This is an optimization exercise on Yosys and OpenROAD, whose aim is small area, not a production implementation.
Only simulation tests tie the RTL to the original design; equivalence was not proved.
Power is estimated from default activity; no workload was simulated.

Design spi_eeprom_responder, start of the top module:
module spi_eeprom_responder #(
    parameter int ADDR_W = 8
) (
    input  logic              ACLK,
    input  logic              ARESETn,
    input  logic              SPI_SCK,
    input  logic              SPI_MOSI,
    input  logic              SPI_CS,
    output logic              SPI_MISO,
    input  logic [ADDR_W-1:0] MEM_RADDR,
    output logic [7:0]        MEM_RDATA,
    output logic              WR_STROBE,
    output logic              WEL
);
    typedef enum logic [2:0] {IDLE, CMD, ADDR_H, ADDR_L, WR_DATA, RD_DATA, STATUS, IGNORE} state_t;
    typedef enum logic [1:0] {ARM_NONE, ARM_SET, ARM_CLR} arm_t;
    state_t            state_q, state_d;
    arm_t              arm_q, arm_d;
    logic [2:0]        sck_q, cs_q, bit_cnt_q, bit_cnt_d;
    logic [1:0]        mosi_q;
    logic [6:0]        shift_q;
    logic [7:0]        mem_rdata_d, mem_rdata_q;
    logic [ADDR_W-1:0] addr_q, addr_d;
    logic              miso_q, miso_d, is_rd_q, is_rd_d;
    logic              wrote_q, wrote_d, wel_q, wel_d, wr_strobe_q, wr_strobe_d;
    logic              mem_we, tx_bit;
    logic              pol_q;                    
    logic [2047:0]     arr_q;                    
    logic [15:0]       ahi, alo, lhi, llo;       
    logic [255:0]      asel_n, lsel_n;           
    logic [7:0]        wdat, tx_raw, rd_raw;
    wire       sck_rise  = sck_q[1] & ~sck_q[2];
    wire       sck_fall  = ~sck_q[1] & sck_q[2];
    wire       cs_low    = ~cs_q[1];
    wire       cs_rise   = cs_q[1] & ~cs_q[2];
    wire [7:0] rx_byte   = {shift_q, mosi_q[1]};
    wire       byte_done = cs_low & sck_rise & (bit_cnt_q == 3'd7);
    wire       shifting  = (state_q == RD_DATA) || (state_q == STATUS);
    always_comb begin
  ...
export LEC_CHECK = 0
export ABC_AREA = 1
export CAP_MARGIN = 0
export CORE_MARGIN = 2
export CORE_UTILIZATION = 60
export SLEW_MARGIN = 0
export SYNTH_HIERARCHICAL = 1
export SYNTH_MINIMUM_KEEP_SIZE = 0
create_clock -name core_clock -period 7.0 [get_ports {ACLK}]
standard.sh (not shown) runs the stock make flow with config.mk's settings and CLKGATE_MAP_FILE= SYNTH_SCRIPT=/design/flow/synth_recipe.tcl, a recipe that flattens the netlist after the stock synthesis.
==> flow/flow/run.sh <==
#!/bin/bash
# Standard ORFS layout with two changes:
#  - ABC maps the logic for minimum area ("map -a") instead of the stock area script
#    (which adds buffers and upsizes cells); registers are untouched by ABC.
#  - CTS uses small clkbuf_4 leaf buffers and no dummy loads, so less clock-tree area.
set -e
cp -r "$FLOW_HOME/scripts" scripts_mod
cp flow/abc_map_area.script scripts_mod/abc_area.script
export SCRIPTS_DIR=$PWD/scripts_mod
export CTS_ARGS="-sink_clustering_enable -repair_clock_nets -dont_use_dummy_load -sink_clustering_size 8 -sink_clustering_max_diameter 40 -buf_list sky130_fd_sc_hd__clkbuf_4"
bash standard.sh synth > synth.log 2>&1
bash standard.sh > layout.log 2>&1
==> flow/flow/abc_map_area.script <==
strash
map -a
topo
The first run completed and failed the layout checks on capacitance limit, slew limit, setup timing.
Next try:
==> flow/flow/run.sh (replaced) <==
#!/bin/bash
# Standard ORFS layout with three changes:
#  - ABC maps the logic for minimum area ("map -a") instead of the stock area script
#    (which adds buffers and upsizes cells); registers are untouched by ABC.
#  - CTS uses small clkbuf_4 leaf buffers and no dummy loads, so less clock-tree area.
#  - every input and output port still gets a buffer, but the smallest one (buf_1).
set -e
cp -r "$FLOW_HOME/scripts" scripts_mod
cp flow/abc_map_area.script scripts_mod/abc_area.script
export SCRIPTS_DIR=$PWD/scripts_mod
export CTS_ARGS="-sink_clustering_enable -repair_clock_nets -dont_use_dummy_load -sink_clustering_size 8 -sink_clustering_max_diameter 40 -buf_list sky130_fd_sc_hd__clkbuf_4"
export BUFFER_PORTS_ARGS="-buffer_cell sky130_fd_sc_hd__buf_1"
bash standard.sh synth > synth.log 2>&1
bash standard.sh > layout.log 2>&1
CAP_MARGIN = 20   (was 0)
SLEW_MARGIN = 20   (was 0)
With this change the flow completed with no timing, DRC or antenna violations.
Cell count hardly moves.
Worst setup slack improved by 0.86 ns.
Fmax goes up by about 14%.
Hold slack gets worse by 0.11 ns.
Cell area barely changes.
Flip-flop and latch count stays the same.
Wire length came out lower by about 1.5%.
Register-to-register slack gains 0.86 ns.
Next try:
==> flow/flow/run.sh (replaced) <==
#!/bin/bash
# Standard ORFS layout with two changes:
#  - ABC maps the logic for minimum area ("map -a") instead of the stock area script
#    (which adds buffers and upsizes cells); registers are untouched by ABC.
#  - CTS uses small clkbuf_4 leaf buffers and no dummy loads, so less clock-tree area.
set -e
cp -r "$FLOW_HOME/scripts" scripts_mod
cp flow/abc_map_area.script scripts_mod/abc_area.script
export SCRIPTS_DIR=$PWD/scripts_mod
export CTS_ARGS="-sink_clustering_enable -repair_clock_nets -dont_use_dummy_load -sink_clustering_size 8 -sink_clustering_max_diameter 40 -buf_list sky130_fd_sc_hd__clkbuf_4"
bash standard.sh synth > synth.log 2>&1
bash standard.sh > layout.log 2>&1
Outcome: Routed wire length rose by 1.4%. Area after synthesis stays the same. Fmax fell by 8.4%. Via count stays flat. Register-to-register slack got worse by 0.57 ns. Core utilization is about the same. Combinational power barely changes. Setup slack got worse by 0.57 ns. Total power barely changes. Cell count hardly moves. Final area hardly moves.
Next try:
CORE_UTILIZATION = 70   (was 60)
Total power came out lower slightly. Flip-flop and latch count stays the same. Synthesized area does not change. Final cell count falls by a few percent. Via count is higher slightly.

========
Starting RTL as in the previous note.
==> flow/config.mk <==
export PLATFORM = sky130hd
export DESIGN_NAME = spi_eeprom_responder
export DESIGN_NICKNAME = spi_eeprom_responder
export VERILOG_FILES = /design/flow/design.v
export SDC_FILE = /design/flow/constraint.sdc
export NUM_CORES = 4
export LEC_CHECK = 0
export ABC_AREA = 1
export CAP_MARGIN = 20
export CORE_MARGIN = 2
export CORE_UTILIZATION = 60
export GPL_TIMING_DRIVEN = 0
export SLEW_MARGIN = 20
export SYNTH_HIERARCHICAL = 1
export SYNTH_MINIMUM_KEEP_SIZE = 0
==> flow/constraint.sdc <==
create_clock -name core_clock -period 7.0 [get_ports {ACLK}]
set_input_delay 1.4000 -clock core_clock [delete_from_list [all_inputs] [get_ports {ACLK}]]
set_output_delay 1.4000 -clock core_clock [all_outputs]
set_load 0.01 [all_outputs]
==> flow/flow/run.sh <==
#!/bin/bash
# Standard ORFS layout with two changes:
#  - ABC maps the logic for minimum area ("map -a") instead of the stock area script
#    (which adds buffers and upsizes cells); registers are untouched by ABC.
#  - CTS uses small clkbuf_4 leaf buffers and no dummy loads, so less clock-tree area.
set -e
cp -r "$FLOW_HOME/scripts" scripts_mod
cp flow/abc_map_area.script scripts_mod/abc_area.script
export SCRIPTS_DIR=$PWD/scripts_mod
export CTS_ARGS="-sink_clustering_enable -repair_clock_nets -dont_use_dummy_load -sink_clustering_size 8 -sink_clustering_max_diameter 40 -buf_list sky130_fd_sc_hd__clkbuf_4"
bash standard.sh synth > synth.log 2>&1
bash standard.sh > layout.log 2>&1
Scripts as last shown in full above: flow/flow/abc_map_area.script
Next try:
--- a/flow/flow/run.sh
+++ b/flow/flow/run.sh
@@ -10 +10 @@
-export CTS_ARGS="-sink_clustering_enable -repair_clock_nets -dont_use_dummy_load -sink_clustering_size 8 -sink_clustering_max_diameter 40 -buf_list sky130_fd_sc_hd__clkbuf_4"
+export CTS_ARGS="-sink_clustering_enable -repair_clock_nets -dont_use_dummy_load -sink_clustering_size 10 -sink_clustering_max_diameter 40 -buf_list sky130_fd_sc_hd__clkbuf_4"
Settings changed: GPL_TIMING_DRIVEN 0 to unset.
Result: The new run ran to the end with no violations; final area went down by 2.6%; wire length went up by 2.7%; global-route usage went up by 1.2 points.
Next try:
--- a/flow/flow/run.sh
+++ b/flow/flow/run.sh
@@ -5 +5 @@
-#  - CTS uses small clkbuf_4 leaf buffers and no dummy loads, so less clock-tree area.
+#  - CTS uses larger sink clusters and no dummy loads, so fewer clock buffers.
@@ -10 +10 @@
-export CTS_ARGS="-sink_clustering_enable -repair_clock_nets -dont_use_dummy_load -sink_clustering_size 10 -sink_clustering_max_diameter 40 -buf_list sky130_fd_sc_hd__clkbuf_4"
+export CTS_ARGS="-sink_clustering_enable -repair_clock_nets -dont_use_dummy_load -sink_clustering_size 24 -sink_clustering_max_diameter 60"
Synthesized area does not change.
Global-route usage shrinks by 0.31 points.
Cell count drops by 1.5%.
Clock-buffer cell count fell by 150.

==> re-timing with driven ports <==
No port has a modelled driver above. Below, the same layouts with a new extraction and two added sets of constraints. Step 1 (the two cells are an assumption about what drives the block):
set clk [get_ports {ACLK}]
set_driving_cell -lib_cell sky130_fd_sc_hd__clkbuf_16 $clk
set_driving_cell -lib_cell sky130_fd_sc_hd__buf_2 [delete_from_list [all_inputs] $clk]
Step 2 adds t to the input delays and takes it off the output delays; t is the mean of the earliest and latest rising clock arrival at the registers after step 1. Input paths then give back, and output paths get back, about the clock's delay inside the block. a / b / c = no drivers / after step 1 / after step 2; a / b = the first two.
| run | shift t [ns] | slack for setup (ns) | latest minus earliest clock arrival (ns) | worst data-port slew with drivers (ns) |
|---|---|---|---|---|
| the first run of note 1 | 1.412 | -0.015 / -0.015 / -0.015 | 0.122 / 0.122 | 0.04 |
| the second run of note 1 | 1.383 | 0.841 / 0.841 / 0.818 | 0.113 / 0.112 | 0.16 |
| the third run of note 1 | 1.387 | 0.273 / 0.273 / 0.273 | 0.110 / 0.109 | 0.06 |
| the fourth run of note 1 | 1.357 | 0.870 / 0.870 / 0.131 | 0.125 / 0.125 | 0.15 |
| the first run of note 2 | 1.385 | 0.780 / 0.780 / -0.124 | 0.084 / 0.085 | 0.11 |
| the second run of note 2 | 1.356 | 0.204 / 0.204 / 0.200 | 0.099 / 0.099 | 0.06 |
| the third run of note 2 | 0.868 | 0.245 / 0.245 / 0.245 | 0.051 / 0.050 | 0.06 |
With both steps, setup timing fails in the first run of note 2, where it was met with ideal ports. For the first run of note 2, which loses most, drivers alone change the setup slack by 0.000 ns; drivers and shift together by -0.904 ns.
